Background: an optimization exercise with open tools, aiming at small area, a short achievable clock period and few clock cycles per item. Do not read the settings as production practice.
No functional check of the RTL was part of any run shown here.
In every run shown here, the design's own scripts or RTL, not TritonCTS, make the clock network.
The flow treats the clock pin as an ideal source. Dropping or thinning the clock tree relies on that and would not hold on a real chip.
No activity file was given, so power comes from the tool's default toggle rates.

`design/flow/config.mk`:
```
export PLATFORM = sky130hd
export DESIGN_NAME = sha256_padder
export DESIGN_NICKNAME = sha256_padder
export VERILOG_FILES = /design/flow/design.v
export SDC_FILE = /design/flow/constraint.sdc
export NUM_CORES = 4
export LEC_CHECK = 0
export CAP_MARGIN = 20
export CORE_MARGIN = 2
export CORE_UTILIZATION = 50
export SETUP_SLACK_MARGIN = 2.52
export SLEW_MARGIN = 20
export SYNTH_HIERARCHICAL = 1
export SYNTH_MINIMUM_KEEP_SIZE = 0
```
`design/flow/constraint.sdc`:
```
create_clock -name core_clock -period 4.5 [get_ports {Clk}]
set_input_delay 0.9000 -clock core_clock [delete_from_list [all_inputs] [get_ports {Clk}]]
set_output_delay 0.9000 -clock core_clock [all_outputs]
set_load 0.01 [all_outputs]
```
`design/flow/design.v`:
```
module sha256_padder #(
    parameter int LEN_W = 19
) (
    input  logic         Clk,
    input  logic         Reset,
    input  logic [7:0]   InData,
    input  logic         InValid,
    input  logic         InLast,
    output logic         InReady,
    output logic [511:0] Chunk,
    output logic         ChunkValid,
    output logic         ChunkLast,
    input  logic         ChunkReady
);
    localparam int WR     = 0;   
    localparam int TOX    = 1;   
    localparam int CMT    = 2;   
    localparam int PAD    = 3;   
    localparam int P2W    = 4;   
    localparam int PADFIT = 5;   
    function automatic logic [5:0] ctl(input logic iv, input logic cv, input logic pend2,
                                       input logic xv, input logic xl, input logic il,
                                       input logic c1, input logic fits);
        logic r_free, cmt, wr, pad;
        r_free     = ~cv & ~pend2;
        cmt        = xv & xl & r_free;
        wr         = iv & ~c1 & r_free;
        pad        = (wr & il) | cmt;
        ctl[WR]     = wr;
        ctl[TOX]    = iv & ~pend2 & c1 & (~xv | cmt);
        ctl[CMT]    = cmt;
        ctl[PAD]    = pad;
        ctl[P2W]    = pend2 & ~cv;
        ctl[PADFIT] = pad & fits;
    endfunction
    logic [511:0] r_q;           
    logic         cv_q, cv_d;    
    logic         cvo_q;         
    logic         cl_q, cl_d;    
    logic         iv_q, iv_d;    
    logic [7:0]   id_q, id_d;
    logic         il_q, il_d;
    logic         rdy_q, rdy_d;  
    logic         xv_q, xv_d;    
    logic [7:0]   xd_q;
    logic         xl_q, xl_d;
    logic         pend2_q, pend2_d;    
    logic         p2_80_q, p2_80_d;    
    logic [15:0]  cnt_q, cnt_d;
    logic [7:1]   qht_q, qht_d, qlt_q, qlt_d;
    logic [5:0]   ctl_q;         
    logic [2:0]   ctlh_q;        
    logic         cvo_d;
    logic [5:0]   ctlh_d;
    logic [8:0]   qhc, qlc;      
    logic [7:0]   qh1, ql1;      
    logic         c0, c2;        
    logic         new_chunk, take, cnt_rst;
    logic [5:0]   ctl_d;
    logic [63:0]  lenbits;       
    logic [63:0]  sel, above, nxt;    
    logic [63:0]  k, w, s;
    logic [511:0] r_d;
    assign InReady    = rdy_q;
    assign Chunk      = r_q;
    assign ChunkValid = cvo_q;
    assign ChunkLast  = cl_q;
    assign qhc     = {1'b0, qht_q, 1'b1};
    assign qlc     = {1'b0, qlt_q, 1'b1};
    assign c0      = qht_q[7] & qlt_q[7];
    assign c2      = ~qht_q[1] & qlt_q[1] & ~qlt_q[2];
    assign lenbits = {45'b0, cnt_q, 3'b000};
    always_comb begin
        for (int j = 0; j < 8; j++) begin
            qh1[j] = qhc[j] & ~qhc[j + 1];
            ql1[j] = qlc[j] & ~qlc[j + 1];
        end
        for (int i = 0; i < 64; i++) begin
            sel[i]   = qh1[i / 8] & ql1[i % 8];
            nxt[i]   = (i == 0) ? 1'b0 :
                       (i % 8 == 0) ? (qh1[i / 8 - 1] & ql1[7]) : (qh1[i / 8] & ql1[i % 8 - 1]);
            above[i] = ~qhc[i / 8] | (qh1[i / 8] & ~qlc[i % 8]);
        end
    end
    always_comb begin
        w    = {{32{ctlh_q[0]}}, {32{ctl_q[WR]}}} & sel;
        w[0] = (ctl_q[WR] & c2) | ctl_q[CMT];
        k    = ~(w | ({{32{ctlh_q[1]}}, {32{ctl_q[PAD]}}} & above) |
                 {{32{ctlh_q[2]}}, {32{ctl_q[P2W]}}});
        s    = ({{32{ctlh_q[1]}}, {32{ctl_q[PAD]}}} & nxt) |
               {63'b0, ctl_q[P2W] & p2_80_q};   
    end
    for (genvar i = 0; i < 56; i++) begin : g_lane
        for (genvar b = 0; b < 7; b++) begin : g_bit
            sha256_padder_cell u_cell (
                .q(r_q[511 - 8*i - 7 + b]), .k(k[i]), .w(w[i]),
                .d((i == 0) ? xd_q[b] : id_q[b]),
                .y(r_d[511 - 8*i - 7 + b])
            );
        end
        sha256_padder_cell7 u_cell7 (
            .q(r_q[511 - 8*i]), .k(k[i]), .w(w[i]), .d((i == 0) ? xd_q[7] : id_q[7]),
            .s(s[i]), .y(r_d[511 - 8*i])
        );
    end
    always_comb begin
        for (int i = 56; i < 64; i++) begin
            for (int b = 0; b < 8; b++) begin
                r_d[511 - 8*i - 7 + b] =
                    (r_q[511 - 8*i - 7 + b] & k[i]) |
                    (w[i] & id_q[b]) |
                    ((b == 7) ? s[i] : 1'b0) |
                    ((ctl_q[PADFIT] | ctl_q[P2W]) & lenbits[8*(63-i) + b]);
            end
        end
    end
    always_comb begin
        iv_d    = rdy_q ? InValid : iv_q;
        id_d    = rdy_q ? InData : id_q;
        il_d    = rdy_q ? InLast : il_q;
        xv_d    = ctl_q[TOX] | (xv_q & ~ctl_q[WR] & ~ctl_q[CMT]);
        xl_d    = ctl_q[TOX] ? il_q : xl_q;
        new_chunk = (ctl_q[WR] & (il_q | c0)) | ctl_q[CMT] | ctl_q[P2W];
        cv_d    = new_chunk | (cv_q & ~ChunkReady);
        cvo_d   = new_chunk | (cvo_q & ~ChunkReady);
        cl_d    = new_chunk ? (ctl_q[P2W] | ctl_q[PADFIT]) : cl_q;
        pend2_d = ~ctl_q[P2W] & (pend2_q | (ctl_q[PAD] & ~ctl_q[PADFIT]));
        p2_80_d = (ctl_q[PAD] & ~ctl_q[PADFIT]) ? c0 : p2_80_q;
        take    = (ctl_q[TOX] | ctl_q[WR]) & ~il_q;
        cnt_rst = ctl_q[PADFIT] | ctl_q[P2W];
        cnt_d   = cnt_q;
        qht_d   = qht_q;
        qlt_d   = qlt_q;
        if (cnt_rst) begin
            cnt_d = take ? 16'd2 : 16'd1;
            qht_d = '0;
            qlt_d = take ? 7'd1 : 7'd0;
        end else if (take) begin
            cnt_d = cnt_q + 16'd1;
            qlt_d = qlt_q[7] ? 7'd0 : {qlt_q[6:1], 1'b1};
            if (qlt_q[7]) qht_d = qht_q[7] ? 7'd0 : {qht_q[6:1], 1'b1};
        end
        ctl_d  = ctl(iv_d, cv_d, pend2_d, xv_d, xl_d, il_d, ~qht_d[1] & ~qlt_d[1],
                     ~qht_d[7] & ~(qht_d[6] & qlt_d[7]));
        ctlh_d = ctl(iv_d, cvo_d, pend2_d, xv_d, xl_d, il_d, ~qht_d[1] & ~qlt_d[1],
                     ~qht_d[7] & ~(qht_d[6] & qlt_d[7]));
        rdy_d = ~iv_d | ctl_d[TOX] | ctl_d[WR];
    end
    always_ff @(posedge Clk) begin
        r_q  <= r_d;
        id_q <= id_d;
        il_q <= il_d;
        if (ctl_q[TOX]) xd_q <= id_q;
        xl_q <= xl_d;
        cl_q    <= cl_d;
        p2_80_q <= p2_80_d;
    end
    always_ff @(posedge Clk or negedge Reset) begin
        if (!Reset) begin
            cv_q    <= 1'b0;
            cvo_q   <= 1'b0;
            iv_q    <= 1'b0;
            rdy_q   <= 1'b0;     
            xv_q    <= 1'b0;
            pend2_q <= 1'b0;
            cnt_q   <= 16'd1;
            qht_q   <= '0;
            qlt_q   <= '0;
            ctl_q   <= '0;
            ctlh_q  <= '0;
        end else begin
            cv_q    <= cv_d;
            cvo_q   <= cvo_d;
            iv_q    <= iv_d;
            rdy_q   <= rdy_d;
            xv_q    <= xv_d;
            pend2_q <= pend2_d;
            cnt_q   <= cnt_d;
            qht_q   <= qht_d;
            qlt_q   <= qlt_d;
            ctl_q   <= ctl_d;
            ctlh_q  <= {ctlh_d[P2W], ctlh_d[PAD], ctlh_d[WR]};
        end
    end
endmodule
module sha256_padder_cell (
    input  logic q,
    input  logic k,
    input  logic w,
    input  logic d,
    output logic y
);
    assign y = (q & k) | (w & d);
endmodule
module sha256_padder_cell7 (
    input  logic q,
    input  logic k,
    input  logic w,
    input  logic d,
    input  logic s,
    output logic y
);
    assign y = (q & k) | (w & d) | s;
endmodule
```
`design/flow/flow/run.sh`:
```
#!/bin/bash
# Standard ORFS layout with these changes: the port buffers use a small buffer cell, and the
# clock tree is a two-level tree built by flow/cts_pre.tcl (ORFS's PRE_CTS_TCL hook) in place
# of TritonCTS. Each ORFS step's full log is in orfs/logs/...; make's output is in flow.log.
set -euo pipefail
export BUFFER_PORTS_ARGS="-buffer_cell sky130_fd_sc_hd__buf_1"
export PRE_CTS_TCL="$PWD/flow/cts_pre.tcl"
bash standard.sh > flow.log 2>&1
```
`design/flow/flow/cts_pre.tcl`:
```
# Two-level clock tree, built in place of TritonCTS: the flip-flops are clustered by location
# (k-means), each cluster gets a leaf buffer at its centre; the leaf buffers are grouped the
# same way, and each group gets a root buffer at its centre, driven by the clock port.
proc my_two_level_cts {} {
  set block [ord::get_db_block]
  set db [ord::get_db]
  set leaf_master [$db findMaster $::my_cts_leaf]
  set root_master [$db findMaster sky130_fd_sc_hd__clkbuf_16]
  set clk_port [$block findBTerm $::my_cts_port]
  set clk_net [$clk_port getNet]
  set sinks {}
  set xs {}
  set ys {}
  foreach it [$clk_net getITerms] {
    set inst [$it getInst]
    set box [$inst getBBox]
    lappend sinks $it
    lappend xs [expr {([$box xMin] + [$box xMax]) / 2.0}]
    lappend ys [expr {([$box yMin] + [$box yMax]) / 2.0}]
  }
  set n [llength $sinks]
  set k [expr {int(ceil(double($n) / $::my_cts_size))}]
  # initial centres: sinks sorted by x then split into k groups, each group's mean
  set order [lsort -real -indices $xs]
  set cx {}
  set cy {}
  for {set c 0} {$c < $k} {incr c} {
    set lo [expr {$c * $n / $k}]
    set hi [expr {($c + 1) * $n / $k}]
    set sx 0.0; set sy 0.0
    for {set i $lo} {$i < $hi} {incr i} {
      set j [lindex $order $i]
      set sx [expr {$sx + [lindex $xs $j]}]
      set sy [expr {$sy + [lindex $ys $j]}]
    }
    lappend cx [expr {$sx / ($hi - $lo)}]
    lappend cy [expr {$sy / ($hi - $lo)}]
  }
  # k-means with a soft size limit: a sink goes to the nearest centre with room
  set cap [expr {int(ceil($n * 1.25 / $k))}]
  for {set iter 0} {$iter < 30} {incr iter} {
    set cnt [lrepeat $k 0]
    set assign {}
    for {set i 0} {$i < $n} {incr i} {
      set x [lindex $xs $i]; set y [lindex $ys $i]
      set ds {}
      for {set c 0} {$c < $k} {incr c} {
        lappend ds [expr {abs($x - [lindex $cx $c]) + abs($y - [lindex $cy $c])}]
      }
      set best -1
      foreach c [lsort -real -indices $ds] {
        if {[lindex $cnt $c] < $cap} { set best $c; break }
      }
      lset cnt $best [expr {[lindex $cnt $best] + 1}]
      lappend assign $best
    }
    set sx [lrepeat $k 0.0]; set sy [lrepeat $k 0.0]
    for {set i 0} {$i < $n} {incr i} {
      set c [lindex $assign $i]
      lset sx $c [expr {[lindex $sx $c] + [lindex $xs $i]}]
      lset sy $c [expr {[lindex $sy $c] + [lindex $ys $i]}]
    }
    for {set c 0} {$c < $k} {incr c} {
      if {[lindex $cnt $c] > 0} {
        lset cx $c [expr {[lindex $sx $c] / [lindex $cnt $c]}]
        lset cy $c [expr {[lindex $sy $c] / [lindex $cnt $c]}]
      }
    }
  }
  puts "my_cts: $n sinks in $k clusters of [lsort -integer $cnt]"
  # leaves grouped into r groups by k-means on their centres; one root buffer per group
  set r $::my_cts_roots
  set rorder [lsort -real -indices $cx]
  set rx {}; set ry {}
  for {set g 0} {$g < $r} {incr g} {
    set j [lindex $rorder [expr {int(($g + 0.5) * $k / $r)}]]
    lappend rx [lindex $cx $j]; lappend ry [lindex $cy $j]
  }
  set rcap [expr {int(ceil(double($k) / $r))}]
  for {set iter 0} {$iter < 30} {incr iter} {
    set rassign {}
    set gx [lrepeat $r 0.0]; set gy [lrepeat $r 0.0]; set gn [lrepeat $r 0]
    for {set c 0} {$c < $k} {incr c} {
      set ds {}
      for {set g 0} {$g < $r} {incr g} {
        lappend ds [expr {abs([lindex $cx $c] - [lindex $rx $g]) + abs([lindex $cy $c] - [lindex $ry $g])}]
      }
      set g -1
      foreach gg [lsort -real -indices $ds] {
        if {[lindex $gn $gg] < $rcap} { set g $gg; break }
      }
      lappend rassign $g
      lset gx $g [expr {[lindex $gx $g] + [lindex $cx $c]}]
      lset gy $g [expr {[lindex $gy $g] + [lindex $cy $c]}]
      lset gn $g [expr {[lindex $gn $g] + 1}]
    }
    for {set g 0} {$g < $r} {incr g} {
      if {[lindex $gn $g] > 0} {
        lset rx $g [expr {[lindex $gx $g] / [lindex $gn $g]}]
        lset ry $g [expr {[lindex $gy $g] / [lindex $gn $g]}]
      }
    }
  }
  puts "my_cts: leaves per root [lsort -integer $gn]"
  set root_nets {}
  set roots {}
  for {set g 0} {$g < $r} {incr g} {
    set root [odb::dbInst_create $block $root_master clkbuf_root_${g}_Clk]
    $root setLocation [expr {int([lindex $rx $g])}] [expr {int([lindex $ry $g])}]
    $root setPlacementStatus PLACED
    set root_net [odb::dbNet_create $block clknet_root_${g}_Clk]
    $root_net setSigType CLOCK
    [$root findITerm X] connect $root_net
    lappend root_nets $root_net
    lappend roots $root
  }
  set leaves {}
  for {set c 0} {$c < $k} {incr c} {
    set leaf [odb::dbInst_create $block $leaf_master clkbuf_leaf_${c}_Clk]
    $leaf setLocation [expr {int([lindex $cx $c])}] [expr {int([lindex $cy $c])}]
    $leaf setPlacementStatus PLACED
    set net [odb::dbNet_create $block clknet_leaf_${c}_Clk]
    $net setSigType CLOCK
    [$leaf findITerm X] connect $net
    [$leaf findITerm A] connect [lindex $root_nets [lindex $rassign $c]]
    lappend leaves $net
  }
  for {set i 0} {$i < $n} {incr i} {
    set it [lindex $sinks $i]
    $it disconnect
    $it connect [lindex $leaves [lindex $assign $i]]
  }
  foreach root $roots { [$root findITerm A] connect $clk_net }
  $clk_net setSigType CLOCK
}

# ORFS's cts.tcl sources this before its clock_tree_synthesis call: build the tree here and
# make that call do nothing. The rest of cts.tcl (legalisation, timing repair) then runs as usual.
set ::my_cts_leaf  sky130_fd_sc_hd__clkbuf_16
set ::my_cts_port  Clk
set ::my_cts_size  20
set ::my_cts_roots 4
my_two_level_cts
set_propagated_clock [all_clocks]
rename clock_tree_synthesis {}
proc clock_tree_synthesis {args} {
  puts "clock_tree_synthesis skipped: the clock tree was built by cts_pre.tcl"
}
```
`design/flow/standard.sh`:
```
#!/bin/bash
# synth_recipe.tcl (not shown) runs the flow's synth.tcl, then flattens the netlist and writes it again
# the make line also repeats each setting of config.mk as NAME=value (left out here)
make -C /OpenROAD-flow-scripts/flow DESIGN_CONFIG=/design/flow/config.mk WORK_HOME=/design/flow/orfs CLKGATE_MAP_FILE= SYNTH_SCRIPT=/design/flow/synth_recipe.tcl "${@:-finish}"
```
==> impl_metrics.tcl, run 1 <==
set metrics [dict create \
    setup_ws_ps 2460 \
    synth.most_common_cell "dfxtp_1" \
    path_cells "nor2b_1 -> nand2_2 -> nor2_4 -> nor3_4 -> buf_4 -> a221o_1" \
    overflow 0 \
    rr_startpoint "qht_q[7]" \
    crit_path_max_incr_delay_ps 550 \
    syn_inst 1603 \
    grt_antenna_before_repair 0 \
    grt_start_max_net_pins 65 \
    setup-violations-final 0 \
    critPathLaunchType "flop" \
    coreArea_um2 37600 \
    crit_arrival_ps 2290 \
    holdCritStartpoint "id_q[0]" \
    hold_buffers 0 \
    synth_top_area_frac 0.540 \
    grt_util_all_layers 0.328 \
    nets 2213 \
    outcome "complete, no violations" \
    path_class "reg -> reg" \
    drt-total-wl_um 69100 \
    worstSetupEndpointType "flop" \
    fmax_ghz 0.491 \
    io_pins 528 \
    hpwl_um 46500 \
    yosysTopAreaCell "dfxtp_1" \
    critPathLaunch "qht_q[7]" \
    dp.cells 2610 \
    hp-class "reg -> reg" \
    grt_pass1_wl_um 99000 \
    cts.clk_slew.worst_paths_ps 80 \
    stdcell_count 2708 \
    dieArea_um2 39700 \
    multi_input_area_um2 7850 \
    ys_ff_latch 577 \
    worst_pin_slew_ps 1090 \
    drt-pass1-iter-count 5 \
    ys_types 54 \
    cp.required_ps 4750 \
    seq_area_um2 12000 \
    die_x_um 199 \
    syn_nets 1617 \
    grt_setup_unrepaired "yes" \
    drc 0 \
    insertion_delay_ps 390 \
    cp.buffers_inverters 1 \
    fill_cells 3096 \
    viasPerCell 6.08 \
    syn_area_um2 19100 \
    fin_skew_ps 61.1 \
    ant_nets 0 \
    num_antenna_cells 0 \
    synthArstFlopShare 0.0780 \
    ys_seq_area_frac 0.628 \
    cp_top_family "simple AND/OR/NAND/NOR gates" \
    post-route-period-util 0.452 \
    start_util 0.507 \
    maxCapViolCount 0 \
    rows 71 \
    ir_drop_mv 0.528 \
    synthTopCellsByArea "dfxtp_1 54%, a22o_1 20%, dfrtp_1 5.8%" \
    synth_area_per_cell_um2 11.9 \
    drive_gt1_frac 0.136 \
    dr_total_vias 16500 \
    area_growth_pct 26.4 \
    synth_edf_count 18 \
    place_congestion 0.893 \
    final-hold-violation-count 0 \
    maxSlewHeadroom 0.270 \
    dominantRegCellSynth "dfxtp_1" \
    portBuffers 527 \
    pre_cts_slack_ps 1330 \
    p_per_area_nw_per_um2 476 \
    routedWlPerCell_um 25.5 \
    first_global_vias 15200 \
    power.leakage_uw 0.00905 \
    slew_violations 0 \
    period_needed_ps 2040 \
    yosys_warnings 7 \
    synthTopCellsByCount "514 x dfxtp_1, 444 x a22o_1, 183 x nor2_1" \
    drtIter0Drc 1383 \
    critPathMaxFanout 17 \
    dieHeight_um 199 \
    final.setup.tns_ps 0 \
    worst_path_max_delay_cell "dfrtp_2" \
]
[cells in the final DEF, fill, tap and decap left out, drive strengths merged, types with 4 or more instances in the layout]
cell type / synthesis / final
nor3: 36 / 36
nand3: 18 / 18
a21oi: 26 / 26
a221o: 64 / 64
o21ai: 23 / 23
nand2b: 20 / 20
edfxtp: 18 / 18
nand2: 41 / 41
nor2: 186 / 186
clkbuf: 39 / 35
nor4: 9 / 9
a211oi: 13 / 13
a21o: 12 / 12
xnor2: 4 / 4
dfrtp: 44 / 44
buf: 15 / 612
dfxtp: 514 / 514
nor2b: 9 / 9
nand3b: 4 / 4
a222oi: 4 / 4
or2: 4 / 4
inv: 16 / 15
or3: 6 / 6
a22o: 444 / 444
[Yosys stat by module, one instance, submodules excluded]
module	cell area [µm²]	cells inside
sha256_padder_cell	8.76	1
sha256_padder_cell7	10.0	1
sha256_padder	15100	1155
[layout make-up]
type	instances	area share
tap	511	0.0266
sequential	577	0.498
timing repair buffer	614	0.112
multi-input combinational	956	0.326
timing repair inverter	1	0.000208
buffer	33	0.0343
inverter	16	0.00265
[state kept, by name, summed over array words and instances (netlist names), 3 cells and up]
signal  count
r_q       512
ctlh_q      3
ctl_q       6
cnt_q      16
qht_q       7
id_q        8
qlt_q       7
xd_q        8
[metal layers]
layer	share of wire	routed length, µm	track usage
met1	0.40	27600	0.433
met2	0.47	32800	0.533
met3	0.082	5680	0.0624
met4	0.044	3010	0.128
met5	0	0	0
[where the power goes]
group          total [µW]  internal [µW]  switching, µW
registers            5630           5360            273
logic                2960            846           2120
clock network        2870           1310           1560
total               11500           7520           3950
[final timing paths]
path / endpoint / slack, ps / cells after the start
setup / recovery: r_q[95] / 2460 / 6
hold / removal: xd_q[0] / 460 / 0
setup reg to reg: r_q[95] / 2460 / 6
hold reg to reg: xd_q[0] / 460 / 0
max in group asynchronous: qlt_q[7] / 3370 / 2
min in group asynchronous: cnt_q[7] / 610 / 2
[metrics by stage]
stage	hold slack [ps]	utilization	cell area [µm²]	total power (µW)
6_report	457	0.641	24100	11500
3_3_place_gp	431	0.576	21600	8050
3_5_place_dp	439	0.576	21600	8080
5_1_grt	468	0.641	24100	11900
4_1_cts	459	0.626	23500	11200
2_1_floorplan	432	-	19100	7070
[kinds of logic (layout without fill, tap and decap cells)]
group | count (synthesis) | in the layout | share of synthesized area
AOI/OAI and AO/OA | 601 | 601 | 0.272
xor gates and xnor gates | 6 | 6 | 0.00276
adders and majority gates | 1 | 1 | 0.000657
buffers and inverters | 70 | 664 | 0.0142
DFF | 577 | 577 | 0.628
muxes | 2 | 2 | 0.00112
and+or+nand+nor | 346 | 346 | 0.0820
[repair_timing]
| action | 4_1_cts | 5_1_grt |
|---|---|---|
| endpoints found under the hold margin | 0 | 0 |
| buffers inserted | 22 | 42 |
| gates resized for setup | 226 | 45 |
| gates cloned | 1 | 0 |
| setup endpoints to repair | 538 | 378 |
| pin swaps | 18 | 17 |
==> run 2, diff against run 1 <==
--- a/design/flow/config.mk
+++ b/design/flow/config.mk
@@ -10,3 +10,3 @@
 export CORE_UTILIZATION = 50
-export SETUP_SLACK_MARGIN = 2.52
+export SETUP_SLACK_MARGIN = 2.45
 export SLEW_MARGIN = 20
==> impl_metrics.tcl, run 2 <==
set metrics [dict create \
    maxSlewHeadroom 0.270 \
    final-hold-violation-count 0 \
    drive_gt1_frac 0.117 \
    path_cells "nand2b_4 -> buf_4 -> nor2_2 -> nor3_2 -> a221o_1" \
    synthTopCellsByArea "dfxtp_1 54%, a22o_1 20%, dfrtp_1 5.8%" \
    portBuffers 527 \
    timing.hold.ws_ps 456 \
    dr_total_vias 16300 \
    dominantRegCellSynth "dfxtp_1" \
    final_cell_mix "526 x buf_1, 514 x dfxtp_1, 444 x a22o_1, 109 x nor2_1, 64 x a221o_1" \
    outcome "complete, no violations" \
    regMostFlops "r_q" \
    cp_top_family "simple AND/OR/NAND/NOR gates" \
    hp-class "reg -> reg" \
    crit_arrival_ps 2390 \
    overflow 0 \
    maxCapViolCount 0 \
    syn_inst 1603 \
    slew_violations 0 \
    critPathMaxFanout 12 \
    worst_path_max_delay_cell "dfrtp_4" \
    area_growth_pct 24.1 \
    worstSetupEndpointType "flop" \
    ys_types 54 \
    syn_nets 1617 \
    io_pins 528 \
    fmax_ghz 0.470 \
    reg_top3 "r_q: 512 flops, cnt_q: 16 flops" \
    place_congestion 0.893 \
    synth.most_common_cell "dfxtp_1" \
    fill_cells 3130 \
    cts.clk_slew.worst_paths_ps 80 \
    grt_antenna_before_repair 0 \
    ys_seq_area_frac 0.628 \
    synth_top_area_frac 0.540 \
    grt_start_max_net_pins 65 \
    insertion_delay_ps 390 \
    coreArea_um2 37600 \
    dieArea_um2 39700 \
    yosysTopAreaCell "dfxtp_1" \
    synth_area_per_cell_um2 11.9 \
    yosys_warnings 7 \
    num_antenna_cells 0 \
    cp.buffers_inverters 1 \
    power.leakage_uw 0.00884 \
    synth_edf_count 18 \
    ys_ff_latch 577 \
    setup-violations-final 0 \
    largest_reg_flops 512 \
    drt-pass1-iter-count 5 \
    ir_drop_mv 0.532 \
    routedWlPerCell_um 25.6 \
    die_x_um 199 \
    synthArstFlopShare 0.0780 \
    cp.required_ps 4760 \
    drtIter0Drc 1523 \
    syn_area_um2 19100 \
    period_needed_ps 2130 \
    viasPerCell 6.08 \
    p_per_area_nw_per_um2 477 \
    first_global_vias 15100 \
    post-route-period-util 0.473 \
    crit_path_max_incr_delay_ps 600 \
    grt_pass1_wl_um 98700 \
    rows 71 \
    dieHeight_um 199 \
    final.setup.tns_ps 0 \
    drt-total-wl_um 68400 \
    ant_nets 0 \
    final_common_cell "buf_1" \
    synthTopCellsByCount "514 x dfxtp_1, 444 x a22o_1, 183 x nor2_1" \
    path_class "reg -> reg" \
    start_util 0.507 \
    grt_setup_unrepaired "yes" \
    fin_skew_ps 61.2 \
    drc 0 \
    nets 2181 \
    grt_util_all_layers 0.326 \
    critPathLaunchType "flop" \
    hpwl_um 46500 \
    worst_pin_slew_ps 1100 \
]
run 2: cell counts after synthesis:
Identical to the previous run, type by type.
run 2: worst paths after layout:
kind,to,slack [ps],start,depth (start not counted)
max,r_q[183],2370,qlt_q[2],5
min,xd_q[0],460,id_q[0],0
max reg2reg,r_q[183],2370,qlt_q[2],5
min in group asynchronous,cnt_q[6],610,Reset,2
min reg2reg,xd_q[0],460,id_q[0],0
max in group asynchronous,ctl_q[4],3370,Reset,2
run 2: routing by layer:
metal / vias to the layer above / wire length [µm] / share of wire / global-route usage
li1: 7309 / - / - / -
met1: 8097 / 27800 / 0.41 / 0.437
met2: 725 / 32200 / 0.47 / 0.529
met3: 130 / 5450 / 0.080 / 0.0564
met4: 0 / 2940 / 0.043 / 0.123
met5: - / 0 / 0 / 0
run 2: logic make-up after synthesis:
group | Yosys count | synth area share
AOI/OAI and AO/OA | 601 | 0.272
xor gates and xnor gates | 6 | 0.00276
adders and majority gates | 1 | 0.000657
buffers and inverters | 70 | 0.0142
DFF | 577 | 0.628
muxes | 2 | 0.00112
and+or+nand+nor | 346 | 0.0820
run 2: repair_timing:
action	4_1_cts	5_1_grt
buffers inserted	9	23
resized for setup	180	61
gates cloned	1	0
pin swaps	5	17
endpoints found under the setup margin	534	364
hold buffers	0	0
run 2: power by group:
part           total [µW]  switching [µW]  internal [µW]
logic                2750            2020            725
registers            5660             301           5360
clock network        2870            1560           1310
run 2: stage by stage:
stage               instances  worst slack (ps)   util  power, µW  cell area (µm²)
CTS                      2653              2290  0.618      11100            23200
floorplan                1603              2480      -       7070            19100
detailed placement       2610              1330  0.576       8080            21600
global route             2676              2290  0.629      11700            23600
finish                   2676              2370  0.629      11300            23600
global placement         2610              1470  0.576       8050            21600
run 2: worst register-to-register path, stage by stage, from the launching register on:
cell and delay, ps:
dfrtp_4 600, nand2b_4 280, buf_4 260, nor2_2 370, nor3_2 180, a221o_1 340
run 2: Yosys stat by module (local to each module, per instance):
module	flip-flops and latches	cells inside
sha256_padder	577	1155
sha256_padder_cell	0	1
sha256_padder_cell7	0	1
run 2: cell type report:
| type | count | area (µm²) | area share |
|---|---|---|---|
| flip-flops and latches | 577 | 12000 | 0.507 |
| multi-input cells | 956 | 7730 | 0.327 |
| well taps | 511 | 639 | 0.0270 |
| repair inverters | 1 | 5.00 | 0.000212 |
| repair buffers | 582 | 2390 | 0.101 |
| inverters | 16 | 63.8 | 0.00270 |
| plain buffers | 33 | 826 | 0.0349 |
==> run 3, diff against run 2 <==
--- a/design/flow/design.v
+++ b/design/flow/design.v
@@ -50,8 +50,5 @@
     logic [7:1]   qht_q, qht_d, qlt_q, qlt_d;
+    logic [7:0]   qh1_q, qh1_d, ql1_q, ql1_d;    
     logic [5:0]   ctl_q;         
-    logic [2:0]   ctlh_q;        
-    logic         cvo_d;
-    logic [5:0]   ctlh_d;
     logic [8:0]   qhc, qlc;      
-    logic [7:0]   qh1, ql1;      
     logic         c0, c2;        
@@ -73,20 +70,14 @@
     always_comb begin
-        for (int j = 0; j < 8; j++) begin
-            qh1[j] = qhc[j] & ~qhc[j + 1];
-            ql1[j] = qlc[j] & ~qlc[j + 1];
-        end
         for (int i = 0; i < 64; i++) begin
-            sel[i]   = qh1[i / 8] & ql1[i % 8];
+            sel[i]   = qh1_q[i / 8] & ql1_q[i % 8];
             nxt[i]   = (i == 0) ? 1'b0 :
-                       (i % 8 == 0) ? (qh1[i / 8 - 1] & ql1[7]) : (qh1[i / 8] & ql1[i % 8 - 1]);
-            above[i] = ~qhc[i / 8] | (qh1[i / 8] & ~qlc[i % 8]);
-        end
-    end
-    always_comb begin
-        w    = {{32{ctlh_q[0]}}, {32{ctl_q[WR]}}} & sel;
+                       (i % 8 == 0) ? (qh1_q[i / 8 - 1] & ql1_q[7]) : (qh1_q[i / 8] & ql1_q[i % 8 - 1]);
+            above[i] = ~qhc[i / 8] | (qh1_q[i / 8] & ~qlc[i % 8]);
+        end
+    end
+    always_comb begin
+        w    = {64{ctl_q[WR]}} & sel;
         w[0] = (ctl_q[WR] & c2) | ctl_q[CMT];
-        k    = ~(w | ({{32{ctlh_q[1]}}, {32{ctl_q[PAD]}}} & above) |
-                 {{32{ctlh_q[2]}}, {32{ctl_q[P2W]}}});
-        s    = ({{32{ctlh_q[1]}}, {32{ctl_q[PAD]}}} & nxt) |
-               {63'b0, ctl_q[P2W] & p2_80_q};   
+        k    = ~(w | ({64{ctl_q[PAD]}} & above) | {64{ctl_q[P2W]}});
+        s    = ({64{ctl_q[PAD]}} & nxt) | {63'b0, ctl_q[P2W] & p2_80_q};   
     end
@@ -124,3 +115,2 @@
         cv_d    = new_chunk | (cv_q & ~ChunkReady);
-        cvo_d   = new_chunk | (cvo_q & ~ChunkReady);
         cl_d    = new_chunk ? (ctl_q[P2W] | ctl_q[PADFIT]) : cl_q;
@@ -133,2 +123,4 @@
         qlt_d   = qlt_q;
+        qh1_d   = qh1_q;
+        ql1_d   = ql1_q;
         if (cnt_rst) begin
@@ -137,2 +129,4 @@
             qlt_d = take ? 7'd1 : 7'd0;
+            qh1_d = 8'd1;
+            ql1_d = take ? 8'd2 : 8'd1;
         end else if (take) begin
@@ -140,8 +134,10 @@
             qlt_d = qlt_q[7] ? 7'd0 : {qlt_q[6:1], 1'b1};
-            if (qlt_q[7]) qht_d = qht_q[7] ? 7'd0 : {qht_q[6:1], 1'b1};
-        end
-        ctl_d  = ctl(iv_d, cv_d, pend2_d, xv_d, xl_d, il_d, ~qht_d[1] & ~qlt_d[1],
-                     ~qht_d[7] & ~(qht_d[6] & qlt_d[7]));
-        ctlh_d = ctl(iv_d, cvo_d, pend2_d, xv_d, xl_d, il_d, ~qht_d[1] & ~qlt_d[1],
-                     ~qht_d[7] & ~(qht_d[6] & qlt_d[7]));
+            ql1_d = {ql1_q[6:0], ql1_q[7]};
+            if (qlt_q[7]) begin
+                qht_d = qht_q[7] ? 7'd0 : {qht_q[6:1], 1'b1};
+                qh1_d = {qh1_q[6:0], qh1_q[7]};
+            end
+        end
+        ctl_d = ctl(iv_d, cv_d, pend2_d, xv_d, xl_d, il_d, ~qht_d[1] & ~qlt_d[1],
+                    ~qht_d[7] & ~(qht_d[6] & qlt_d[7]));
         rdy_d = ~iv_d | ctl_d[TOX] | ctl_d[WR];
@@ -168,7 +164,8 @@
             qlt_q   <= '0;
+            qh1_q   <= 8'd1;
+            ql1_q   <= 8'd1;
             ctl_q   <= '0;
-            ctlh_q  <= '0;
         end else begin
             cv_q    <= cv_d;
-            cvo_q   <= cvo_d;
+            cvo_q   <= new_chunk | (cvo_q & ~ChunkReady);
             iv_q    <= iv_d;
@@ -180,4 +177,5 @@
             qlt_q   <= qlt_d;
+            qh1_q   <= qh1_d;
+            ql1_q   <= ql1_d;
             ctl_q   <= ctl_d;
-            ctlh_q  <= {ctlh_d[P2W], ctlh_d[PAD], ctlh_d[WR]};
         end
--- a/design/flow/config.mk
+++ b/design/flow/config.mk
@@ -10,3 +10,3 @@
 export CORE_UTILIZATION = 50
-export SETUP_SLACK_MARGIN = 2.45
+export SETUP_SLACK_MARGIN = 2.6
 export SLEW_MARGIN = 20
@@ -14 +14,2 @@
 export SYNTH_MINIMUM_KEEP_SIZE = 0
+export TNS_END_PERCENT = 10
==> impl_metrics.tcl, run 3 <==
set metrics [dict create \
    regToRegEndpoint "r_q[511]" \
    first_global_vias 15800 \
    slew_violations 0 \
    drive_gt1_frac 0.0784 \
    swShare 0.337 \
    grt_antenna_before_repair 0 \
    largest_reg_flops 512 \
    worstSetupEndpointType "flop" \
    grt_pass1_wl_um 103000 \
    reg2reg_depth 3 \
    drt-total-wl_um 70000 \
    met2_usage 0.525 \
    post-route-util 0.613 \
    area_growth_pct 20.3 \
    final-hold-violation-count 0 \
    yosysTopAreaCell "dfxtp_1" \
    regMostFlops "r_q" \
    maxCapViolCount 0 \
    dominantRegCellSynth "dfxtp_1" \
    hpwl_um 45400 \
    rrSetupSlack_ps 2500 \
    critPathLaunchType "flop" \
    stdcell_count 2687 \
    cts.clk_slew.worst_paths_ps 80 \
    critPathLaunch "qlt_q[1]" \
    period_needed_ps 2000 \
    synth_top_area_frac 0.521 \
    syn_area_um2 19800 \
    rr_startpoint "qlt_q[1]" \
    start_util 0.509 \
    path_class "reg -> reg" \
    met3_usage 0.0575 \
    outcome "complete, no violations" \
    grt_util_all_layers 0.321 \
    syn_inst 1655 \
    seqPwrFrac 0.511 \
    busiest_layer "met2" \
    crit_arrival_ps 2260 \
    grt_start_max_net_pins 65 \
    hp-class "reg -> reg" \
    portBuffers 527 \
    place_congestion 0.845 \
    critPathMaxFanout 12 \
    cp.required_ps 4760 \
    ys_types 48 \
    synthArstFlopShare 0.0983 \
    p_per_area_nw_per_um2 475 \
    hold_buffers 0 \
    syn_nets 1669 \
    drtIter0Drc 1629 \
    synth.most_common_cell "dfxtp_1" \
    coreArea_um2 38800 \
    io_pins 528 \
    drc 0 \
    overflow 0 \
    final_cell_mix "526 x buf_1, 514 x dfxtp_1, 447 x a22o_1, 120 x and3_1, 73 x nor2_1" \
    final_common_cell "buf_1" \
    intPower_uw 7500 \
    dieHeight_um 203 \
    final.setup.tns_ps 0 \
    reg_top3 "r_q: 512 flops, cnt_q: 16 flops" \
    maxSlewHeadroom 0.277 \
    ir_drop_mv 0.335 \
    insertion_delay_ps 380 \
    ant_nets 0 \
    power.leakage_uw 0.00972 \
    post-route-period-util 0.445 \
    synthTopCellsByCount "514 x dfxtp_1, 447 x a22o_1, 124 x and3_1" \
    synthTopCellsByArea "dfxtp_1 52%, a22o_1 20%, dfrtp_1 7.0%" \
    dieArea_um2 41100 \
    p_clk_frac 0.260 \
    rows 72 \
    nets 2185 \
    die_x_um 203 \
    num_antenna_cells 0 \
    worst_pin_slew_ps 1080 \
    timing.hold.ws_ps 448 \
    ys_ff_latch 590 \
    routedWlPerCell_um 26.0 \
    grtUsageMet1 0.434 \
    cp-endpoint "r_q[511]" \
    drt-pass1-iter-count 5 \
    synth_edf_count 18 \
    switching_power_uw 3800 \
    fmax_ghz 0.499 \
    yosys_warnings 7 \
    pre_cts_slack_ps 1780 \
    grt_setup_unrepaired "yes" \
    viasPerCell 6.23 \
    dr_total_vias 16700 \
    ys_seq_area_frac 0.622 \
    fin_skew_ps 29.4 \
    setup-violations-final 0 \
    setup_ws_ps 2500 \
    dp.cells 2645 \
    p_comb_frac 0.228 \
    synth_area_per_cell_um2 11.9 \
]
==> run 3: changes by cell type after synthesis, sizes merged, moves of 16 or more <==
cell	delta
and3	+122
clkbuf	+16
nand2	+21
nand2b	-20
nor2	-103
nor3	+26
==> run 3: logic make-up (layout without fill, tap and decap cells) <==
logic type / count (synthesis) / after routing / synth area share
compound gates: 595 / 595 / 0.258
xor+xnor: 8 / 8 / 0.00354
fa+ha+maj: 1 / 1 / 0.000633
buf+inv: 87 / 601 / 0.0168
flops: 590 / 590 / 0.622
mux: 5 / 5 / 0.00266
simple gates: 369 / 369 / 0.0969
==> run 3: how the worst min path moves through the flow <==
| stage | depth (start not counted) | end | start |
|---|---|---|---|
| after floorplan | 1 | r_q[504] | xd_q[0] |
| after global placement | 1 | r_q[8] | r_q[8] |
| after detailed placement | 1 | r_q[3] | r_q[3] |
| after CTS | 1 | r_q[509] | xd_q[5] |
| after global routing | 1 | r_q[509] | xd_q[5] |
| final | 1 | r_q[509] | xd_q[5] |
==> run 3: timing repair <==
item | CTS | global route
endpoints found under the setup margin | 572 | 487
pin swaps | 0 | 8
gates resized for setup | 88 | 46
setup buffers | 6 | 2
==> run 3: through the flow <==
stage	area [µm²]	total power (µW)
global placement	22300	8040
floorplan	19800	7120
CTS	23600	11200
global route	23800	11700
detailed placement	22300	8080
finish	23800	11300
==> run 3: layout make-up <==
type | count | area (µm²)
Buffer | 34 | 851
Fill cell | 3326 | 15000
Inverter | 16 | 65.1
Multi-Input combinational cell | 978 | 7700
Sequential cell | 590 | 12300
Tap cell | 518 | 648
Timing Repair Buffer | 551 | 2200
==> run 3: Yosys stat by module, one instance, submodules excluded <==
module / times used / flip-flops and latches
sha256_padder: 1 / 590
sha256_padder_cell: 392 / 0
sha256_padder_cell7: 56 / 0
==> run 3: power by group through the flow <==
| stage | sequential [µW] | clock (µW) | combinational, µW |
|---|---|---|---|
| floorplan | 5920 | 0 | 1200 |
| CTS | 5760 | 2960 | 2430 |
| global placement | 5910 | 0 | 2130 |
| global route | 5790 | 3150 | 2740 |
| detailed placement | 5920 | 0 | 2160 |
| finish | 5780 | 2940 | 2580 |
==> run 3: layer usage <==
metal  routed length [µm]  vias to the layer above
met5                    0                        -
met4                 2360                        0
met3                 5800                      112
met2                32300                      818
met1                29500                     8345
li1                     -                     7460
==> run 3: worst max-delay path: stages (launching register included) <==
cell,delay [ps]
dfrtp_1,790
a41o_1,500
nor2_1,240
a221o_1,370
==> run 4, diff against run 3 <==
--- a/design/flow/design.v
+++ b/design/flow/design.v
@@ -21,5 +21,8 @@
     function automatic logic [5:0] ctl(input logic iv, input logic cv, input logic pend2,
-                                       input logic xv, input logic xl, input logic il,
-                                       input logic c1, input logic fits);
-        logic r_free, cmt, wr, pad;
+                                 input logic xv, input logic xl, input logic il,
+                                 input logic [7:1] ht, input logic [7:1] lt);
+        logic c0, c1, fits, r_free, cmt, wr, pad;
+        c0         = ~ht[1] & ~lt[1];
+        c1         = ~ht[1] & lt[1] & ~lt[2];
+        fits       = ~c0 & ~ht[7];                 
         r_free     = ~cv & ~pend2;
@@ -48,7 +51,9 @@
     logic         p2_80_q, p2_80_d;    
-    logic [15:0]  cnt_q, cnt_d;
-    logic [7:1]   qht_q, qht_d, qlt_q, qlt_d;
-    logic [7:0]   qh1_q, qh1_d, ql1_q, ql1_d;    
+    logic         odd_q, odd_d;  
+    logic [7:0]   bus_e, bus_o;  
+    logic [9:0]   hi_q, hi_d;
+    logic [7:1]   ht_q, ht_d, lt_q, lt_d;
     logic [5:0]   ctl_q;         
-    logic [8:0]   qhc, qlc;      
+    logic [8:0]   htc, ltc;      
+    logic [2:0]   ch, cl;        
     logic         c0, c2;        
@@ -57,2 +62,3 @@
     logic [63:0]  lenbits;       
+    logic [7:0]   ch1, cl1, ch_lt, cl_le;
     logic [63:0]  sel, above, nxt;    
@@ -64,26 +70,46 @@
     assign ChunkLast  = cl_q;
-    assign qhc     = {1'b0, qht_q, 1'b1};
-    assign qlc     = {1'b0, qlt_q, 1'b1};
-    assign c0      = qht_q[7] & qlt_q[7];
-    assign c2      = ~qht_q[1] & qlt_q[1] & ~qlt_q[2];
-    assign lenbits = {45'b0, cnt_q, 3'b000};
-    always_comb begin
+    assign htc     = {1'b0, ht_q, 1'b1};
+    assign ltc     = {1'b0, lt_q, 1'b1};
+    assign ch      = {ht_q[4], (ht_q[2] & ~ht_q[4]) | ht_q[6],
+                      (ht_q[1] & ~ht_q[2]) | (ht_q[3] & ~ht_q[4]) | (ht_q[5] & ~ht_q[6]) | ht_q[7]};
+    assign cl      = {lt_q[4], (lt_q[2] & ~lt_q[4]) | lt_q[6],
+                      (lt_q[1] & ~lt_q[2]) | (lt_q[3] & ~lt_q[4]) | (lt_q[5] & ~lt_q[6]) | lt_q[7]};
+    assign c0      = ~ht_q[1] & ~lt_q[1];
+    assign c2      = ~ht_q[1] & lt_q[2] & ~lt_q[3];
+    assign lenbits = {45'b0, hi_q, ch, cl, 3'b000};
+    always_comb begin
+        for (int j = 0; j < 8; j++) begin
+            ch1[j]   = htc[j] & ~htc[j + 1];
+            cl1[j]   = ltc[j] & ~ltc[j + 1];
+            ch_lt[j] = ~htc[j];
+            cl_le[j] = ~ltc[j + 1];
+        end
         for (int i = 0; i < 64; i++) begin
-            sel[i]   = qh1_q[i / 8] & ql1_q[i % 8];
-            nxt[i]   = (i == 0) ? 1'b0 :
-                       (i % 8 == 0) ? (qh1_q[i / 8 - 1] & ql1_q[7]) : (qh1_q[i / 8] & ql1_q[i % 8 - 1]);
-            above[i] = ~qhc[i / 8] | (qh1_q[i / 8] & ~qlc[i % 8]);
-        end
-    end
-    always_comb begin
-        w    = {64{ctl_q[WR]}} & sel;
+            sel[i]   = (i % 8 == 7) ? (ch1[(i / 8 + 1) % 8] & cl1[0]) : (ch1[i / 8] & cl1[i % 8 + 1]);
+            nxt[i]   = (i > 0) ? (ch1[i / 8] & cl1[i % 8]) : 1'b0;
+            above[i] = ~c0 & (ch_lt[i / 8] | (ch1[i / 8] & cl_le[i % 8]));
+        end
+    end
+    always_comb begin
+        bus_e = (ctl_q[PAD] & odd_q) ? 8'h80 : id_q;
+        bus_o = (ctl_q[PAD] & ~odd_q) ? 8'h80 : id_q;
+        w    = ({64{ctl_q[WR]}} & sel) | ({64{ctl_q[PAD]}} & nxt & {8'h00, {55{1'b1}}, 1'b0});
         w[0] = (ctl_q[WR] & c2) | ctl_q[CMT];
-        k    = ~(w | ({64{ctl_q[PAD]}} & above) | {64{ctl_q[P2W]}});
-        s    = ({64{ctl_q[PAD]}} & nxt) | {63'b0, ctl_q[P2W] & p2_80_q};   
-    end
-    for (genvar i = 0; i < 56; i++) begin : g_lane
-        for (genvar b = 0; b < 7; b++) begin : g_bit
+        k    = ~(({64{ctl_q[WR]}} & sel) | ({64{ctl_q[PAD]}} & above) | {64{ctl_q[P2W]}});
+        k[0] = ~(w[0] | ctl_q[P2W]);
+        s    = ({64{ctl_q[PAD]}} & nxt & {8'hff, 56'b0}) | {63'b0, ctl_q[P2W] & p2_80_q};
+    end
+    for (genvar b = 0; b < 7; b++) begin : g_bit0
+        sha256_padder_cell u_cell (
+            .q(r_q[511 - 7 + b]), .k(k[0]), .w(w[0]), .d(xd_q[b]), .y(r_d[511 - 7 + b])
+        );
+    end
+    sha256_padder_cell7 u_cell70 (
+        .q(r_q[511]), .k(k[0]), .w(w[0]), .d(xd_q[7]), .s(s[0]), .y(r_d[511])
+    );
+    for (genvar i = 1; i < 56; i++) begin : g_lane
+        for (genvar b = 0; b < 8; b++) begin : g_bit
             sha256_padder_cell u_cell (
                 .q(r_q[511 - 8*i - 7 + b]), .k(k[i]), .w(w[i]),
-                .d((i == 0) ? xd_q[b] : id_q[b]),
+                .d((i % 2 == 1) ? bus_o[b] : bus_e[b]),
                 .y(r_d[511 - 8*i - 7 + b])
@@ -91,6 +117,2 @@
         end
-        sha256_padder_cell7 u_cell7 (
-            .q(r_q[511 - 8*i]), .k(k[i]), .w(w[i]), .d((i == 0) ? xd_q[7] : id_q[7]),
-            .s(s[i]), .y(r_d[511 - 8*i])
-        );
     end
@@ -120,24 +142,18 @@
         cnt_rst = ctl_q[PADFIT] | ctl_q[P2W];
-        cnt_d   = cnt_q;
-        qht_d   = qht_q;
-        qlt_d   = qlt_q;
-        qh1_d   = qh1_q;
-        ql1_d   = ql1_q;
+        odd_d   = cnt_rst ? take : (odd_q ^ take);
+        hi_d    = hi_q;
+        ht_d    = ht_q;
+        lt_d    = lt_q;
         if (cnt_rst) begin
-            cnt_d = take ? 16'd2 : 16'd1;
-            qht_d = '0;
-            qlt_d = take ? 7'd1 : 7'd0;
-            qh1_d = 8'd1;
-            ql1_d = take ? 8'd2 : 8'd1;
+            hi_d = '0;
+            ht_d = '0;
+            lt_d = take ? 7'd3 : 7'd1;
         end else if (take) begin
-            cnt_d = cnt_q + 16'd1;
-            qlt_d = qlt_q[7] ? 7'd0 : {qlt_q[6:1], 1'b1};
-            ql1_d = {ql1_q[6:0], ql1_q[7]};
-            if (qlt_q[7]) begin
-                qht_d = qht_q[7] ? 7'd0 : {qht_q[6:1], 1'b1};
-                qh1_d = {qh1_q[6:0], qh1_q[7]};
+            lt_d = lt_q[7] ? 7'd0 : {lt_q[6:1], 1'b1};
+            if (lt_q[7]) begin
+                ht_d = ht_q[7] ? 7'd0 : {ht_q[6:1], 1'b1};
+                if (ht_q[7]) hi_d = hi_q + 10'd1;
             end
         end
-        ctl_d = ctl(iv_d, cv_d, pend2_d, xv_d, xl_d, il_d, ~qht_d[1] & ~qlt_d[1],
-                    ~qht_d[7] & ~(qht_d[6] & qlt_d[7]));
+        ctl_d = ctl(iv_d, cv_d, pend2_d, xv_d, xl_d, il_d, ht_d, lt_d);
         rdy_d = ~iv_d | ctl_d[TOX] | ctl_d[WR];
@@ -150,4 +166,2 @@
         xl_q <= xl_d;
-        cl_q    <= cl_d;
-        p2_80_q <= p2_80_d;
     end
@@ -157,2 +171,3 @@
             cvo_q   <= 1'b0;
+            cl_q    <= 1'b0;
             iv_q    <= 1'b0;
@@ -161,7 +176,7 @@
             pend2_q <= 1'b0;
-            cnt_q   <= 16'd1;
-            qht_q   <= '0;
-            qlt_q   <= '0;
-            qh1_q   <= 8'd1;
-            ql1_q   <= 8'd1;
+            p2_80_q <= 1'b0;
+            odd_q   <= 1'b0;
+            hi_q    <= '0;
+            ht_q    <= '0;
+            lt_q    <= 7'd1;
             ctl_q   <= '0;
@@ -170,2 +185,3 @@
             cvo_q   <= new_chunk | (cvo_q & ~ChunkReady);
+            cl_q    <= cl_d;
             iv_q    <= iv_d;
@@ -174,7 +190,7 @@
             pend2_q <= pend2_d;
-            cnt_q   <= cnt_d;
-            qht_q   <= qht_d;
-            qlt_q   <= qlt_d;
-            qh1_q   <= qh1_d;
-            ql1_q   <= ql1_d;
+            p2_80_q <= p2_80_d;
+            odd_q   <= odd_d;
+            hi_q    <= hi_d;
+            ht_q    <= ht_d;
+            lt_q    <= lt_d;
             ctl_q   <= ctl_d;
--- a/design/flow/flow/cts_pre.tcl
+++ b/design/flow/flow/cts_pre.tcl
@@ -78,3 +78,2 @@
   }
-  set rcap [expr {int(ceil(double($k) / $r))}]
   for {set iter 0} {$iter < 30} {incr iter} {
@@ -87,6 +86,3 @@
       }
-      set g -1
-      foreach gg [lsort -real -indices $ds] {
-        if {[lindex $gn $gg] < $rcap} { set g $gg; break }
-      }
+      set g [lindex [lsort -real -indices $ds] 0]
       lappend rassign $g
==> impl_metrics.tcl, run 4 <==
set metrics [dict create \
    num_antenna_cells 0 \
    grtUsageMet1 0.428 \
    path_cells "buf_4 -> o21ai_2 -> a21oi_1 -> a211oi_1 -> buf_4 -> a22o_1" \
    nets 2163 \
    fill_cells 3237 \
    place_area_um2 21500 \
    final-hold-violation-count 0 \
    setup-violations-final 0 \
    met3_usage 0.0782 \
    final_area_um2 23300 \
    maxCapViolCount 0 \
    worstSetupEndpointType "flop" \
    reg2reg_depth 6 \
    critPathLaunchType "flop" \
    hold_buffers 0 \
    dominantRegCellSynth "dfxtp_1" \
    met2_usage 0.520 \
    maxSlewHeadroom 0.486 \
    busiest_layer "met2" \
    viasPerCell 5.99 \
    ant_nets 0 \
    grt_util_all_layers 0.324 \
    rows 71 \
    rr_startpoint "lt_q[1]" \
    coreArea_um2 37500 \
    regToRegEndpoint "r_q[71]" \
    syn_nets 1609 \
    drc 0 \
    fmax_ghz 0.495 \
    drtIter0Drc 1352 \
    hp-class "reg -> reg" \
    start_util 0.505 \
    area_growth_pct 23.3 \
    largest_reg_flops 512 \
    drt-total-wl_um 68000 \
    reg_top3 "r_q: 512 flops, hi_q: 10 flops" \
    dieArea_um2 39400 \
    grt_antenna_before_repair 0 \
    final_cell_mix "526 x buf_1, 514 x dfxtp_1, 489 x a22o_1, 66 x nor2_2, 65 x nor2_1" \
    yosysTopAreaCell "dfxtp_1" \
    worstHoldEndpoint "r_q[509]" \
    io_pins 528 \
    fin_skew_ps 57.3 \
    crit_path_max_incr_delay_ps 520 \
    cp.required_ps 4790 \
    outcome "complete, no violations" \
    hpwl_um 46400 \
    drive_gt1_frac 0.129 \
    cts.clk_slew.worst_paths_ps 90 \
    synth_edf_count 16 \
    slew_violations 0 \
    overflow 0 \
    grt_pass1_wl_um 97400 \
    syn_area_um2 18900 \
    syn_inst 1595 \
    routedWlPerCell_um 25.6 \
    die_x_um 199 \
    p_per_area_nw_per_um2 490 \
    final.setup.tns_ps 0 \
    ys_ff_latch 569 \
    worst_path_max_delay_cell "dfstp_4" \
    ir_drop_mv 0.277 \
    regMostFlops "r_q" \
    grt_setup_unrepaired "yes" \
    ys_seq_area_frac 0.621 \
    crit_arrival_ps 2310 \
    synthArstFlopShare 0.0685 \
    synth.most_common_cell "dfxtp_1" \
    portBuffers 527 \
    cp_common_cell "buf_4" \
    period_needed_ps 2020 \
    ys_types 59 \
    synth_area_per_cell_um2 11.9 \
    drt-pass1-iter-count 6 \
    rrSetupSlack_ps 2480 \
    path_class "reg -> reg" \
    grt_start_max_net_pins 40 \
    first_global_vias 15000 \
    synth_top_area_frac 0.544 \
    insertion_delay_ps 380 \
    dr_total_vias 15900 \
    final_common_cell "buf_1" \
    place_congestion 0.849 \
    holdCritStartpoint "xd_q[5]" \
    stdcell_count 2658 \
    dieHeight_um 199 \
    worst_pin_slew_ps 770 \
    synthTopCellsByArea "dfxtp_1 54%, a22o_1 23%, dfrtp_1 5.0%" \
    hold_depth 1 \
    dp.cells 2600 \
    post-route-period-util 0.449 \
    critPathMaxFanout 10 \
    post-route-util 0.622 \
    yosys_warnings 7 \
    power.leakage_uw 0.00885 \
    synthTopCellsByCount "514 x dfxtp_1, 489 x a22o_1, 149 x nor2_1" \
]
-- run 4: cell types whose count changed after synthesis, moves of 19 or more --
cell	previous run	this run
and3_1	124	7
nor2_1	83	149
a22o_1	447	489
a21oi_1	36	73
clkbuf_1	54	32
and2_1	2	21
nor3_1	55	3
a21o_1	22	2
a221o_1	64	11
nand2_1	62	31
-- run 4: final cells by class --
type / count / area, µm² / area share
inverter: 21 / 78.8 / 0.00338
buffer: 33 / 826 / 0.0354
multi-input combinational: 948 / 7560 / 0.324
tap: 511 / 639 / 0.0274
timing repair buffer: 576 / 2440 / 0.105
sequential: 569 / 11800 / 0.505
-- run 4: layer usage --
layer,wire [µm],vias to the layer above,part of all wire
li1,-,7184,-
met1,27800,7817,0.41
met2,30800,796,0.45
met3,6600,130,0.097
met4,2830,0,0.042
met5,0,-,0
-- run 4: how the worst max path moves through the flow --
stage	start	slack (ps)	cells past startpoint	to
finish	lt_q[1]	2480	6	r_q[71]
global route	ht_q[1]	2440	6	r_q[410]
CTS	lt_q[7]	2480	6	r_q[87]
detailed placement	ht_q[1]	1480	5	r_q[445]
global placement	ht_q[1]	1460	5	r_q[441]
floorplan	ht_q[1]	2530	7	r_q[71]
-- run 4: what timing repair did --
action / 4_1_cts / 5_1_grt
setup endpoints to repair: 541 / 509
buffers inserted: 15 / 7
hold endpoints to repair: 0 / 0
gates cloned: 2 / 1
gates resized for setup: 180 / 47
pin swaps: 3 / 8
-- run 4: worst max-delay path, delay by kind of cell, from the launching register on --
family,cells,cell delay (ps)
AO/OA/AOI/OAI,4,980
flip-flops,1,520
buffers and inverters,2,420
-- run 4: power by group --
group	internal (µW)	leakage, µW	switching [µW]	total, µW
Sequential	5290	0.00479	274	5560
Clock	1310	0.000407	1520	2840
Combinational	803	0.00365	2230	3030
Total	7400	0.00885	4020	11400
-- run 4: cells by family after synthesis --
| family | synth area share |
|---|---|
| and+or+nand+nor | 0.0725 |
| AOI/OAI and AO/OA | 0.281 |
| adders and majority gates | 0.000661 |
| xor gates and xnor gates | 0.00324 |
| muxes | 0.00350 |
| DFF | 0.621 |
| buffers and inverters | 0.0182 |
-- run 4: stage by stage --
step                total power [µW]  hold WS, ps  setup slack [ps]
floorplan                       7080          424              2530
global placement                8180          436              1460
detailed placement              8230          442              1480
CTS                            11300          456              2480
global route                   11800          461              2440
finish                         11400          458              2480
-- run 4: modules after synthesis, one instance, submodules excluded --
module	area, µm²	cells inside	times used
sha256_padder	15000	1147	1
sha256_padder_cell	8.76	1	447
sha256_padder_cell7	10.0	1	1
==> run 5, diff against run 4 <==
--- a/design/flow/config.mk
+++ b/design/flow/config.mk
@@ -10,3 +10,3 @@
 export CORE_UTILIZATION = 50
-export SETUP_SLACK_MARGIN = 2.6
+export SETUP_SLACK_MARGIN = 2.65
 export SLEW_MARGIN = 20
==> impl_metrics.tcl, run 5 <==
set metrics [dict create \
    intPower_uw 7540 \
    ir_drop_mv 0.382 \
    first_global_vias 14800 \
    area_growth_pct 24.2 \
    dieHeight_um 199 \
    dr_total_vias 15900 \
    period_needed_ps 2010 \
    coreArea_um2 37500 \
    ys_types 59 \
    drc 0 \
    regToRegEndpoint "r_q[138]" \
    seqPwrFrac 0.479 \
    overflow 0 \
    reg2reg_depth 4 \
    critPathLaunchType "flop" \
    hold_buffers 0 \
    outcome "complete, no violations" \
    grt_antenna_before_repair 1 \
    path_class "reg -> reg" \
    final_area_um2 23500 \
    regMostFlops "r_q" \
    synthTopCellsByCount "514 x dfxtp_1, 489 x a22o_1, 149 x nor2_1" \
    p_comb_frac 0.277 \
    routedWlPerCell_um 24.8 \
    reg_top3 "r_q: 512 flops, hi_q: 10 flops" \
    post-route-period-util 0.446 \
    setup-violations-final 0 \
    drt-pass1-iter-count 5 \
    grt_setup_unrepaired "yes" \
    largest_reg_flops 512 \
    rrSetupSlack_ps 2490 \
    power_uw 11600 \
    nets 2161 \
    place_area_um2 21400 \
    dominantRegCellSynth "dfxtp_1" \
    critPathMaxFanout 22 \
    ys_seq_area_frac 0.621 \
    drtIter0Drc 1367 \
    ant_nets 0 \
    synthArstFlopShare 0.0685 \
    grt_util_all_layers 0.314 \
    slew_violations 0 \
    multi_input_area_um2 7680 \
    hpwl_um 45600 \
    worst_pin_slew_ps 672 \
    grt_start_max_net_pins 33 \
    drive_gt1_frac 0.132 \
    fmax_ghz 0.498 \
    path_cells "nor2b_1 -> a221oi_1 -> buf_2 -> a22o_1" \
    ys_ff_latch 569 \
    yosysTopAreaCell "dfxtp_1" \
    swShare 0.347 \
    final-hold-violation-count 0 \
    dieArea_um2 39400 \
    worstSetupEndpointType "flop" \
    worst_path_max_delay_cell "dfrtp_2" \
    cp_top_family "compound AO/OA/AOI/OAI gates" \
    p_per_area_nw_per_um2 492 \
    start_util 0.505 \
    cts.clk_slew.worst_paths_ps 90 \
    final_common_cell "buf_1" \
    maxCapViolCount 0 \
    synth.most_common_cell "dfxtp_1" \
    rr_startpoint "ht_q[6]" \
    drt-total-wl_um 65800 \
    insertion_delay_ps 370 \
    final_cell_mix "526 x buf_1, 514 x dfxtp_1, 489 x a22o_1, 73 x nor2_1, 56 x a21oi_1" \
    syn_inst 1595 \
    place_congestion 0.877 \
    crit_path_max_incr_delay_ps 680 \
    rows 71 \
    synth_edf_count 16 \
    power.leakage_uw 0.00891 \
    cp.buffers_inverters 1 \
    syn_area_um2 18900 \
    cp.required_ps 4810 \
    synth_area_per_cell_um2 11.9 \
    viasPerCell 6.00 \
    grt_pass1_wl_um 94800 \
    syn_nets 1609 \
    synth_top_area_frac 0.544 \
    fill_cells 3306 \
    maxSlewHeadroom 0.551 \
    yosys_warnings 7 \
    p_clk_frac 0.245 \
    fin_skew_ps 42.5 \
    synthTopCellsByArea "dfxtp_1 54%, a22o_1 23%, dfrtp_1 5.0%" \
    io_pins 528 \
    final.setup.tns_ps 0 \
    crit_arrival_ps 2320 \
    portBuffers 527 \
    seq_area_um2 11800 \
    switching_power_uw 4010 \
    hp-class "in -> async" \
    die_x_um 199 \
]
run 5: cell count changes in the layout (fill, tap and decap cells not counted), moves of 3 or more:
cell | before | now
nor2_2 | 66 | 55
nor3_4 | 6 | 9
and2_1 | 19 | 10
nor2_4 | 26 | 29
buf_12 | 4 | 10
and2_4 | 1 | 7
nor2_1 | 65 | 73
buf_4 | 42 | 34
and2_2 | 3 | 6
run 5: layout make-up:
| class | instances | share of cell area |
|---|---|---|
| multi-input combinational | 948 | 0.327 |
| timing repair buffer | 574 | 0.105 |
| buffer | 33 | 0.0352 |
| antenna | 1 | 0.000107 |
| inverter | 21 | 0.00336 |
| sequential | 569 | 0.502 |
| tap | 511 | 0.0272 |
run 5: power by group through the flow:
stage          sequential [µW]  clock (µW)  combinational (µW)
6_report                  5530        2830                3190
5_1_grt                   5560        3050                3360
4_1_cts                   5530        2860                2950
3_5_place_dp              5670           0                2500
3_3_place_gp              5670           0                2480
2_1_floorplan             5550           0                1530
run 5: kinds of logic (layout without fill, tap and decap cells):
logic type,after synthesis,after routing,share of synthesized area
xor+xnor,7,7,0.00324
simple gates,282,282,0.0725
mux,6,6,0.00350
buf+inv,80,628,0.0182
other cells,0,1,0
compound gates,650,652,0.281
flops,569,569,0.621
fa+ha+maj,1,1,0.000661
run 5: stage by stage:
| stage | utilization | instances | hold slack, ps | setup WS (ps) |
|---|---|---|---|---|
| after global routing | 0.627 | 2657 | 366 | 2460 |
| after global placement | 0.571 | 2588 | 437 | 1730 |
| after floorplan | - | 1595 | 424 | 2540 |
| final | 0.627 | 2657 | 359 | 2490 |
| after CTS | 0.617 | 2645 | 361 | 2520 |
| after detailed placement | 0.571 | 2589 | 449 | 1650 |
run 5: how the worst max path moves through the flow:
stage | startpoint | to | slack, ps | cells after the start
2_1_floorplan | ht_q[1] | r_q[199] | 2540 | 7
3_3_place_gp | ht_q[1] | r_q[442] | 1730 | 5
3_5_place_dp | ht_q[1] | r_q[442] | 1650 | 5
4_1_cts | ctl_q[4] | ctl_q[1] | 2520 | 6
5_1_grt | ctl_q[0] | r_q[200] | 2460 | 4
6_report | ht_q[6] | r_q[138] | 2490 | 4
run 5: per-layer routing:
| metal | wire length [µm] | share of wire | global-route usage | vias up |
|---|---|---|---|---|
| li1 | - | - | - | 7227 |
| met1 | 27000 | 0.41 | 0.413 | 7880 |
| met2 | 31200 | 0.47 | 0.526 | 710 |
| met3 | 5010 | 0.076 | 0.0529 | 115 |
| met4 | 2520 | 0.038 | 0.104 | 0 |
| met5 | 0 | 0 | 0 | - |
run 5: per-module statistics from Yosys, one instance, submodules excluded:
module / cell area, µm² / flip-flops and latches
sha256_padder: 15000 / 569
sha256_padder_cell7: 10.0 / 0
sha256_padder_cell: 8.76 / 0
run 5: repair_timing:
item / 4_1_cts / 5_1_grt
endpoints found under the hold margin: 0 / 0
resized for setup: 199 / 47
buffers inserted: 21 / 10
endpoints found under the setup margin: 566 / 604
pin swaps: 10 / 5
gates cloned: 2 / 1
run 5: worst reg2reg max path, stage by stage, from the launching register on:
cell and delay, ps:
dfrtp_2 680, nor2b_1 230, a221oi_1 590, buf_2 290
a22o_1 160

what the ideal ports hide:
In the flow no input, the clock included, has a driving cell. The finished layouts below were timed again as built, in two steps. Step 1 (the two cells are an assumption about what drives the block):
set clk [get_ports {Clk}]
set_driving_cell -lib_cell sky130_fd_sc_hd__clkbuf_16 $clk
set_driving_cell -lib_cell sky130_fd_sc_hd__buf_2 [delete_from_list [all_inputs] $clk]
Step 2 times the ports against the registers' clock, not the clock port: input delays grow and output delays shrink by t, the midpoint of the rising clock arrivals with the driver on. a / b / c = ideal / step 1 / step 2; a / b = the first two.
run	t (ns)	setup WS [ns]	hold slack, ns	worst register clock-pin slew, ns	worst data-port slew with drivers (ns)
run 1	0.483	2.464 / 2.434 / 2.307	0.457 / 0.457 / 0.457	0.09 / 0.09	0.03
run 2	0.480	2.372 / 2.372 / 2.280	0.456 / 0.456 / 0.456	0.09 / 0.09	0.03
run 3	0.477	2.496 / 2.408 / 2.377	0.448 / 0.448 / 0.448	0.10 / 0.10	0.04
run 4	0.486	2.478 / 2.445 / 2.479	0.458 / 0.458 / 0.458	0.09 / 0.09	0.04
run 5	0.474	2.493 / 2.440 / 2.493	0.359 / 0.262 / 0.462	0.10 / 0.10	0.07
After both steps setup and hold are still met in every run listed. The setup slack of run 1, which loses most, moves by -0.030 ns with the drivers and by -0.157 ns with both steps.
